Source: an optimization exercise on an open RTL-to-GDS flow (aim: small area, a short achievable clock period and few clock cycles per item). Production flows keep margins and buffers that such runs may drop. Function was checked by simulation only, so behaviour that the tests miss may differ from the original. No activity file was given, so power comes from the tool's default toggle rates.

## config.mk

```make
export PLATFORM = sky130hd
export DESIGN_NAME = per_channel_min_max_mean
export DESIGN_NICKNAME = per_channel_min_max_mean
export VERILOG_FILES = /design/flow/design.v
export SDC_FILE = /design/flow/constraint.sdc
export NUM_CORES = 4
export LEC_CHECK = 0
export CAP_MARGIN = 20
export CORE_MARGIN = 2
export CORE_UTILIZATION = 40
export PLACE_DENSITY = 0.6
export SLEW_MARGIN = 20
```

## constraint.sdc

```tcl
create_clock -name core_clock -period 7.0 [get_ports {clk_i}]
set_input_delay 1.4000 -clock core_clock [delete_from_list [all_inputs] [get_ports {clk_i}]]
set_output_delay 1.4000 -clock core_clock [all_outputs]
set_load 0.01 [all_outputs]
```

## design.v

```verilog
package pcmmm_pkg;
  localparam int unsigned ValueW   = 20;
  localparam int unsigned TimeW    = 17;
  localparam int unsigned ChanW    = 4;
  localparam int unsigned SumW     = 36;
  localparam int unsigned CountW   = 16;
  localparam int unsigned DefChannels = 16;
  localparam int unsigned QueueDepth  = 4;
  localparam logic [ValueW-1:0] LowReset  = 20'd9000;
  localparam logic [ValueW-1:0] HighReset = 20'd16000;
  localparam logic [CountW-1:0] CountMax  = '1;
  typedef enum logic {
    OpRecord = 1'b0,
    OpRead   = 1'b1
  } op_e;
  typedef enum logic {
    RegLowLimit  = 1'b0,
    RegHighLimit = 1'b1
  } reg_idx_e;
  typedef struct packed {
    op_e               op;
    logic              in_range;
    logic [ChanW-1:0]  chan;
    logic              win_ok;
    logic [ValueW-1:0] value;
    logic [TimeW-1:0]  stamp;
  } cmd_t;
  typedef struct packed {
    logic [ChanW-1:0]  chan;
    logic              has_data;
    logic [ValueW-1:0] min_value;
    logic [TimeW-1:0]  min_time;
    logic [ValueW-1:0] max_value;
    logic [TimeW-1:0]  max_time;
    logic [SumW-1:0]   sum;
    logic [CountW-1:0] count;
  } snap_t;
  typedef enum logic [1:0] {
    DivIdle,
    DivRun,
    DivDone
  } div_state_e;
endpackage
import pcmmm_pkg::*;
module pcmmm_front #(
  parameter int unsigned Channels = DefChannels
) (
  input  logic              clk_i,
  input  logic              rst_ni,
  input  logic              s_tvalid_i,
  output logic              s_tready_o,
  input  logic              op_i,
  input  logic [ChanW-1:0]  chan_i,
  input  logic [ValueW-1:0] value_i,
  input  logic [TimeW-1:0]  stamp_i,
  input  logic [ValueW-1:0] low_limit_i,
  input  logic [ValueW-1:0] high_limit_i,
  output logic              cmd_valid_o,
  input  logic              cmd_ready_i,
  output pcmmm_pkg::cmd_t              cmd_o
);
  localparam int unsigned PtrW = $clog2(QueueDepth);
  logic [ChanW+ValueW+TimeW+2:0] mem_q [QueueDepth];   
  logic [PtrW-1:0] wr_q, wr_d, rd_q, rd_d;
  logic [PtrW:0]   cnt_q, cnt_d;
  pcmmm_pkg::cmd_t            cmd_in;
  logic            push, pop;
  assign s_tready_o  = (cnt_q != (PtrW+1)'(QueueDepth));
  assign cmd_valid_o = (cnt_q != '0);
  assign cmd_o       = mem_q[rd_q];
  assign push        = s_tvalid_i && s_tready_o;
  assign pop         = cmd_valid_o && cmd_ready_i;
  always_comb begin
    cmd_in.op       = op_i ? OpRead : OpRecord;
    cmd_in.in_range = (32'(chan_i) < Channels);
    cmd_in.chan     = chan_i;
    cmd_in.win_ok   = (value_i >= low_limit_i) && (value_i <= high_limit_i);
    cmd_in.value    = value_i;
    cmd_in.stamp    = stamp_i;
  end
  always_comb begin
    wr_d  = push ? wr_q + 1'b1 : wr_q;
    rd_d  = pop ? rd_q + 1'b1 : rd_q;
    cnt_d = cnt_q + (PtrW+1)'(push) - (PtrW+1)'(pop);
  end
  always_ff @(posedge clk_i or negedge rst_ni) begin
    if (!rst_ni) begin
      wr_q  <= '0;
      rd_q  <= '0;
      cnt_q <= '0;
    end else begin
      wr_q  <= wr_d;
      rd_q  <= rd_d;
      cnt_q <= cnt_d;
    end
  end
  always_ff @(posedge clk_i) begin
    if (push) begin
      mem_q[wr_q] <= cmd_in;
    end
  end
endmodule
import pcmmm_pkg::*;
module pcmmm_back #(
  parameter int unsigned Channels = DefChannels
) (
  input  logic              clk_i,
  input  logic              rst_ni,
  input  logic              cmd_valid_i,
  output logic              cmd_ready_o,
  input  pcmmm_pkg::cmd_t              cmd_i,
  output logic              res_valid_o,
  input  logic              res_ready_i,
  output pcmmm_pkg::snap_t             res_o,
  output logic [ValueW-1:0] mean_o
);
  localparam int unsigned IdxW = (Channels > 1) ? $clog2(Channels) : 1;
  localparam int unsigned StepW = $clog2(SumW + 1);
  logic [ValueW-1:0] minv_q [Channels];
  logic [TimeW-1:0]  mint_q [Channels];
  logic [ValueW-1:0] maxv_q [Channels];
  logic [TimeW-1:0]  maxt_q [Channels];
  logic [SumW-1:0]   sum_q  [Channels];
  logic [CountW-1:0] cnt_q  [Channels];
  logic [IdxW-1:0]   idx;
  logic              take, rec;
  pcmmm_pkg::div_state_e        st_q, st_d;
  pcmmm_pkg::snap_t             snap_q;
  logic [SumW-1:0]   quo_q, quo_d;
  logic [CountW:0]   rem_q, rem_d;
  logic [StepW-1:0]  step_q, step_d;
  logic [CountW:0]   trial;
  logic              load;
  assign idx  = IdxW'(cmd_i.chan);
  assign take = cmd_valid_i && cmd_ready_o;
  assign rec  = take && (cmd_i.op == OpRecord) && cmd_i.in_range && cmd_i.win_ok;
  assign load = take && (cmd_i.op == OpRead);
  assign cmd_ready_o = (st_q == DivIdle);
  always_ff @(posedge clk_i or negedge rst_ni) begin
    if (!rst_ni) begin
      for (int c = 0; c < Channels; c++) begin
        minv_q[c] <= '0;
        mint_q[c] <= '0;
        maxv_q[c] <= '0;
        maxt_q[c] <= '0;
        sum_q[c]  <= '0;
        cnt_q[c]  <= '0;
      end
    end else if (rec) begin
      if (cnt_q[idx] == '0) begin
        minv_q[idx] <= cmd_i.value;
        mint_q[idx] <= cmd_i.stamp;
        maxv_q[idx] <= cmd_i.value;
        maxt_q[idx] <= cmd_i.stamp;
      end else begin
        if (cmd_i.value < minv_q[idx] ||
            (cmd_i.value == minv_q[idx] && cmd_i.stamp < mint_q[idx])) begin
          minv_q[idx] <= cmd_i.value;
          mint_q[idx] <= cmd_i.stamp;
        end
        if (cmd_i.value > maxv_q[idx] ||
            (cmd_i.value == maxv_q[idx] && cmd_i.stamp < maxt_q[idx])) begin
          maxv_q[idx] <= cmd_i.value;
          maxt_q[idx] <= cmd_i.stamp;
        end
      end
      if (cnt_q[idx] != CountMax) begin
        sum_q[idx] <= sum_q[idx] + SumW'(cmd_i.value);
        cnt_q[idx] <= cnt_q[idx] + 1'b1;
      end
    end
  end
  always_comb begin
    st_d = st_q;
    case (st_q)
      DivIdle: if (load) st_d = DivRun;
      DivRun:  if (step_q == StepW'(SumW - 1)) st_d = DivDone;
      DivDone: if (res_ready_i) st_d = DivIdle;
      default: st_d = DivIdle;
    endcase
  end
  assign trial = {rem_q[CountW-1:0], quo_q[SumW-1]};
  always_comb begin
    quo_d  = quo_q;
    rem_d  = rem_q;
    step_d = step_q;
    if (load) begin
      quo_d  = (cmd_i.in_range && cnt_q[idx] != '0) ? sum_q[idx] : '0;
      rem_d  = '0;
      step_d = '0;
    end else if (st_q == DivRun) begin
      step_d = step_q + 1'b1;
      if (trial >= {1'b0, snap_q.count}) begin
        rem_d = trial - {1'b0, snap_q.count};
        quo_d = {quo_q[SumW-2:0], 1'b1};
      end else begin
        rem_d = trial;
        quo_d = {quo_q[SumW-2:0], 1'b0};
      end
    end
  end
  always_ff @(posedge clk_i or negedge rst_ni) begin
    if (!rst_ni) begin
      st_q   <= DivIdle;
      step_q <= '0;
    end else begin
      st_q   <= st_d;
      step_q <= step_d;
    end
  end
  always_ff @(posedge clk_i) begin
    quo_q <= quo_d;
    rem_q <= rem_d;
    if (load) begin
      snap_q.chan     <= cmd_i.chan;
      if (cmd_i.in_range && cnt_q[idx] != '0) begin
        snap_q.has_data  <= 1'b1;
        snap_q.min_value <= minv_q[idx];
        snap_q.min_time  <= mint_q[idx];
        snap_q.max_value <= maxv_q[idx];
        snap_q.max_time  <= maxt_q[idx];
        snap_q.sum       <= sum_q[idx];
        snap_q.count     <= cnt_q[idx];
      end else begin
        snap_q.has_data  <= 1'b0;
        snap_q.min_value <= '0;
        snap_q.min_time  <= '0;
        snap_q.max_value <= '0;
        snap_q.max_time  <= '0;
        snap_q.sum       <= '0;
        snap_q.count     <= '0;
      end
    end
  end
  assign res_valid_o = (st_q == DivDone);
  assign res_o       = snap_q;
  assign mean_o      = snap_q.has_data ? quo_q[ValueW-1:0] : '0;
endmodule
import pcmmm_pkg::*;
module per_channel_min_max_mean #(
  parameter int unsigned Channels = DefChannels
) (
  input  logic        clk_i,
  input  logic        rst_ni,
  input  logic        s_axis_tvalid,
  output logic        s_axis_tready,
  input  logic        s_axis_tuser,   
  input  logic [47:0] s_axis_tdata,   
  output logic        m_axis_tvalid,
  input  logic        m_axis_tready,
  output logic [119:0] m_axis_tdata,  
  input  logic        cfg_valid_i,
  output logic        cfg_ready_o,
  input  logic        cfg_index_i,
  input  logic [ValueW-1:0] cfg_data_i
);
  logic [ValueW-1:0] low_q, high_q;
  logic              cmd_valid, cmd_ready;
  pcmmm_pkg::cmd_t              cmd;
  pcmmm_pkg::snap_t             res;
  logic [ValueW-1:0] mean;
  assign cfg_ready_o = 1'b1;
  always_ff @(posedge clk_i or negedge rst_ni) begin
    if (!rst_ni) begin
      low_q  <= LowReset;
      high_q <= HighReset;
    end else if (cfg_valid_i) begin
      case (cfg_index_i)
        RegLowLimit:  low_q  <= cfg_data_i;
        RegHighLimit: high_q <= cfg_data_i;
        default: ;
      endcase
    end
  end
  pcmmm_front #(.Channels(Channels)) u_front (
    .clk_i,
    .rst_ni,
    .s_tvalid_i   (s_axis_tvalid),
    .s_tready_o   (s_axis_tready),
    .op_i         (s_axis_tuser),
    .chan_i       (s_axis_tdata[3:0]),
    .value_i      (s_axis_tdata[23:4]),
    .stamp_i      (s_axis_tdata[40:24]),
    .low_limit_i  (low_q),
    .high_limit_i (high_q),
    .cmd_valid_o  (cmd_valid),
    .cmd_ready_i  (cmd_ready),
    .cmd_o        (cmd)
  );
  pcmmm_back #(.Channels(Channels)) u_back (
    .clk_i,
    .rst_ni,
    .cmd_valid_i (cmd_valid),
    .cmd_ready_o (cmd_ready),
    .cmd_i       (cmd),
    .res_valid_o (m_axis_tvalid),
    .res_ready_i (m_axis_tready),
    .res_o       (res),
    .mean_o      (mean)
  );
  assign m_axis_tdata = {5'b0, res.count, mean, res.max_time, res.max_value,
                         res.min_time, res.min_value, res.has_data, res.chan};
endmodule
```

## run.sh

```bash
#!/bin/bash
# synth_recipe.tcl (not shown) runs the flow's synth.tcl, then flattens the netlist and writes it again
# the make line also repeats each setting of config.mk as NAME=value (left out here)
make -C /OpenROAD-flow-scripts/flow DESIGN_CONFIG=/design/flow/config.mk WORK_HOME=/design/flow/orfs CLKGATE_MAP_FILE= SYNTH_SCRIPT=/design/flow/synth_recipe.tcl finish
```

==> run summary <==
worst max-delay path, stage by stage, from the launching register on:
cell	delay (ps)
dfrtp_2	500
mux2i_1	170
buf_4	170
mux2_4	300
inv_4	220
or2_1	430
nor2_4	60
buf_12	230
a22o_1	210
a221oi_1	280
nand3_1	140
o22ai_1	550
ha_1	390
a21o_1	160
a21oi_1	190
nor2b_1	70
o21ai_0	150
a21oi_1	110
a211oi_1	240
buf_4	160
a21oi_1	70
o31ai_1	540
a311o_2	320
buf_12	210
nand2_4	170
buf_12	270
mux2_4	330
final timing paths:
check	from	endpoint	slack, ps	cells past startpoint
max	u_front.rd_q[1]	u_back.maxt_q[8][6]	190	26
min	rst_ni	u_front.cnt_q[0]	440	1
max reg2reg	u_front.rd_q[1]	u_back.maxt_q[8][6]	190	26
min reg2reg	u_back.sum_q[4][25]	u_back.sum_q[4][25]	470	2
max in group asynchronous	rst_ni	u_back.minv_q[12][13]	4730	3
min in group core_clock	u_back.sum_q[4][25]	u_back.sum_q[4][25]	470	2
where the power goes:
part           switching (mW)  total, mW  internal, mW  leakage [nW]
sequential               1.81       19.6          17.8          31.6
clock                    5.95       14.6          8.66          4.49
combinational            14.5       21.5          6.95          21.4
total                    22.3       55.7          33.4          57.5
per-stage QoR:
stage | setup WS [ps] | power (mW)
2_1_floorplan | 1030 | 30.9
3_3_place_gp | 276 | 40.1
3_5_place_dp | 192 | 40.7
4_1_cts | 163 | 55.4
5_1_grt | 11.4 | 58.0
6_report | 191 | 55.7
metal layers:
metal / global-route usage [%] / wire length [um]
met1: 35.9 / 153000
met5: 0 / 75
met2: 41.4 / 165000
met4: 10.8 / 16000
met3: 5.77 / 31400
registers in the layout, indices dropped and copies added, names as in the netlist, 20 cells and up:
signal         flops
u_back.mint_q    272
u_back.cnt_q     256
u_back.quo_q      36
u_back.maxv_q    320
u_back.snap_q     95
high_q            20
low_q             20
u_back.minv_q    320
u_front.mem_q    172
u_back.maxt_q    272
u_back.sum_q     576
cell families after synthesis:
group	count (synthesis)	share of synthesized area, %
DFF	2390	57.5
AOI/OAI and AO/OA	2168	13.3
and+or+nand+nor	1805	7.67
muxes	1349	15.2
buffers and inverters	853	3.89
adders and majority gates	160	1.90
xor gates and xnor gates	64	0.527
other	2	0.00705
cells in the mapped netlist, types with 41 or more instances:
cell type / count
dfrtp_1: 2060
nand2_1: 1077
o21ai_0: 936
mux2_2: 641
mux2_1: 445
a22oi_1: 400
clkbuf_1: 396
edfxtp_1: 303
nor2_1: 188
a221oi_1: 163
buf_2: 163
mux2_4: 158
ha_1: 157
a22o_1: 155
a21oi_1: 153
nand3_1: 147
inv_1: 96
nand4_1: 86
o22ai_1: 71
buf_1: 68
buf_6: 66
mux2i_1: 63
buf_4: 57
a21o_1: 53
nor3_1: 48
and3_1: 42
mux4_2: 41
layout by cell type, fill, tap and decap left out, types with 44 or more instances in the layout:
cell type / netlist / final
o21ai_0: 936 / 936
mux2_4: 158 / 158
clkbuf_8: 0 / 55
dfrtp_1: 2060 / 2058
mux2i_1: 63 / 63
inv_1: 96 / 95
edfxtp_1: 303 / 303
clkbuf_1: 396 / 62
buf_4: 57 / 359
mux2_1: 445 / 445
o22ai_1: 71 / 71
nor3_1: 48 / 44
ha_1: 157 / 157
clkdlybuf4s50_1: 0 / 183
mux2_2: 641 / 641
nand4_1: 86 / 86
nand2_1: 1077 / 1059
a22oi_1: 400 / 400
buf_12: 1 / 152
a21oi_1: 153 / 153
a21o_1: 53 / 53
nand3_1: 147 / 147
nor2_1: 188 / 175
clkbuf_16: 0 / 286
a221oi_1: 163 / 163
a22o_1: 155 / 155
final cells by class:
class	instances	area [sq um]
multi-input cells	5552	41400
clock buffers	404	8150
fillers	23636	141000
clock inverters	86	957
flip-flops and latches	2390	61300
well taps	3533	4420
inverters	101	394
diodes	7	17.5
repair buffers	698	7630
what timing repair did:
item,4_1_cts,5_1_grt
endpoints found under the setup margin,0,95
buffers inserted,0,4
hold buffers,0,0
resized for setup,0,1
==> impl_metrics.toml <==
[run_status]
status = "timing/DRC/antenna clean"

[setup_path]
arrival_ps = 7540
path_class = "reg2reg"
worst_ep_required_time_ps = 7730
cp-start-kind = "flop"
worstPathMaxFanout = 23
end_kind = "flop"

[drt]
postRouteAntennaNets = 0
firstDrtPassIters = 6
drc_errors = 0
drt-initial-drc-count = 8468
wl_per_cell_um = 28.6
vias = 76180
routed_wl_mm = 365
via_per_inst = 5.97

[clock_network]
clk_root_buffer_cell = "clkbuf_16"
clkSinkCount = 2390
numCtsBuffers = 276
insertion_delay_ps = 900
h-tree-depth = 5
max-clock-path-buffers = 4
cts_tree = "yes"
clk_pin_slew_ps = 50

[job]
cap_viol_max_count = 0

[floorplanning]
chipHeight_um = 520
die_x_um = 520
fp.dieArea_sq_um = 270000
rows = 189
start_util_pct = 40.2
core_sq_um = 265000
ioPinCount = 198

[layout]
final_area_sq_um = 124000
drive_above_1_share_pct = 20.7
final_cells = 12771
fin_util_pct = 46.9
area_growth_pct = 16.7
final_nets = 9254

[synth]
syn_area_sq_um = 106000
synth_top_flop_cell = "dfrtp_1"
synth_area_leaders = "dfrtp_1, edfxtp_1, mux2_2"
ys_ff_latch = 2390
netlist-cell-type-count = 99
yosysTopAreaCell = "dfrtp_1"
synth_top_area_share_pct = 48.4
synth_edf_count = 303
synth_area_per_cell_sq_um = 12.1
synth_async_sr_flop_share_pct = 86.7
syn-instance-count = 8791
synth-seq-area-share_pct = 57.5
ys_warn_count = 9

[placement]
port_buffers = 184
hpwl_mm = 230
globalplace.congestion = 0.888
place_area_sq_um = 115000
placedCellCount = 12270

[timing]
worstMarginPinSlew_ps = 1130
fin_setup_tns_ps = 0
slew_viol_final = 0
hold_slack_ps = 443
setup_viol = 0
rsz0062_at_grt = "no"
fin_worst_skew_ps = 93.9
slew_headroom_pct = 24.1
max_freq_ghz = 0.147
hold_violations = 0
finalCritPeriodShare_pct = 97.3
layout_min_cycle_time_ps = 6810

[power]
powerDensity_nw_per_um2 = 448
power_leakage_nw = 57.5
ir_drop_uv = 322

[hold_path]
hold_class = "in2async"

[global_route]
grt_pass1_wl_mm = 534
track_usage_pct = 26.5
grt_overflow = 0
grt_pass1_vias = 76843
antenna_found_initial = 22
grt_max_degree = 182
Testbench counts, summed over its fixed seeds: cycles 43,369, reads 909.

[static timing again, ports no longer ideal]
No port has a modelled driver above. Below, the same layout with a new extraction and two added sets of constraints.
Step 1: set_driving_cell puts a clkbuf_16 on clk_i and a buf_2 on each other input, an assumption about the parent block.
Step 2, shift: input delay + t, output delay - t, t = (earliest + latest rising clock arrival at the registers) / 2. This alone moves slack from input paths to output paths.
Slacks: no drivers / after step 1 / after step 2; pairs: no drivers / after step 1.
shift t [ns]: 0.958
setup WS [ns]: 0.191 / 0.191 / 0.191
clock arrival spread, ns: 0.094 / 0.094
slew at the worst register clock pin (ns): 0.06 / 0.06
pins driven straight from the clock port: 1
After both steps setup and hold are still met in this run. The setup slack of this run moves by 0.000 ns with the drivers and by 0.000 ns with both steps.
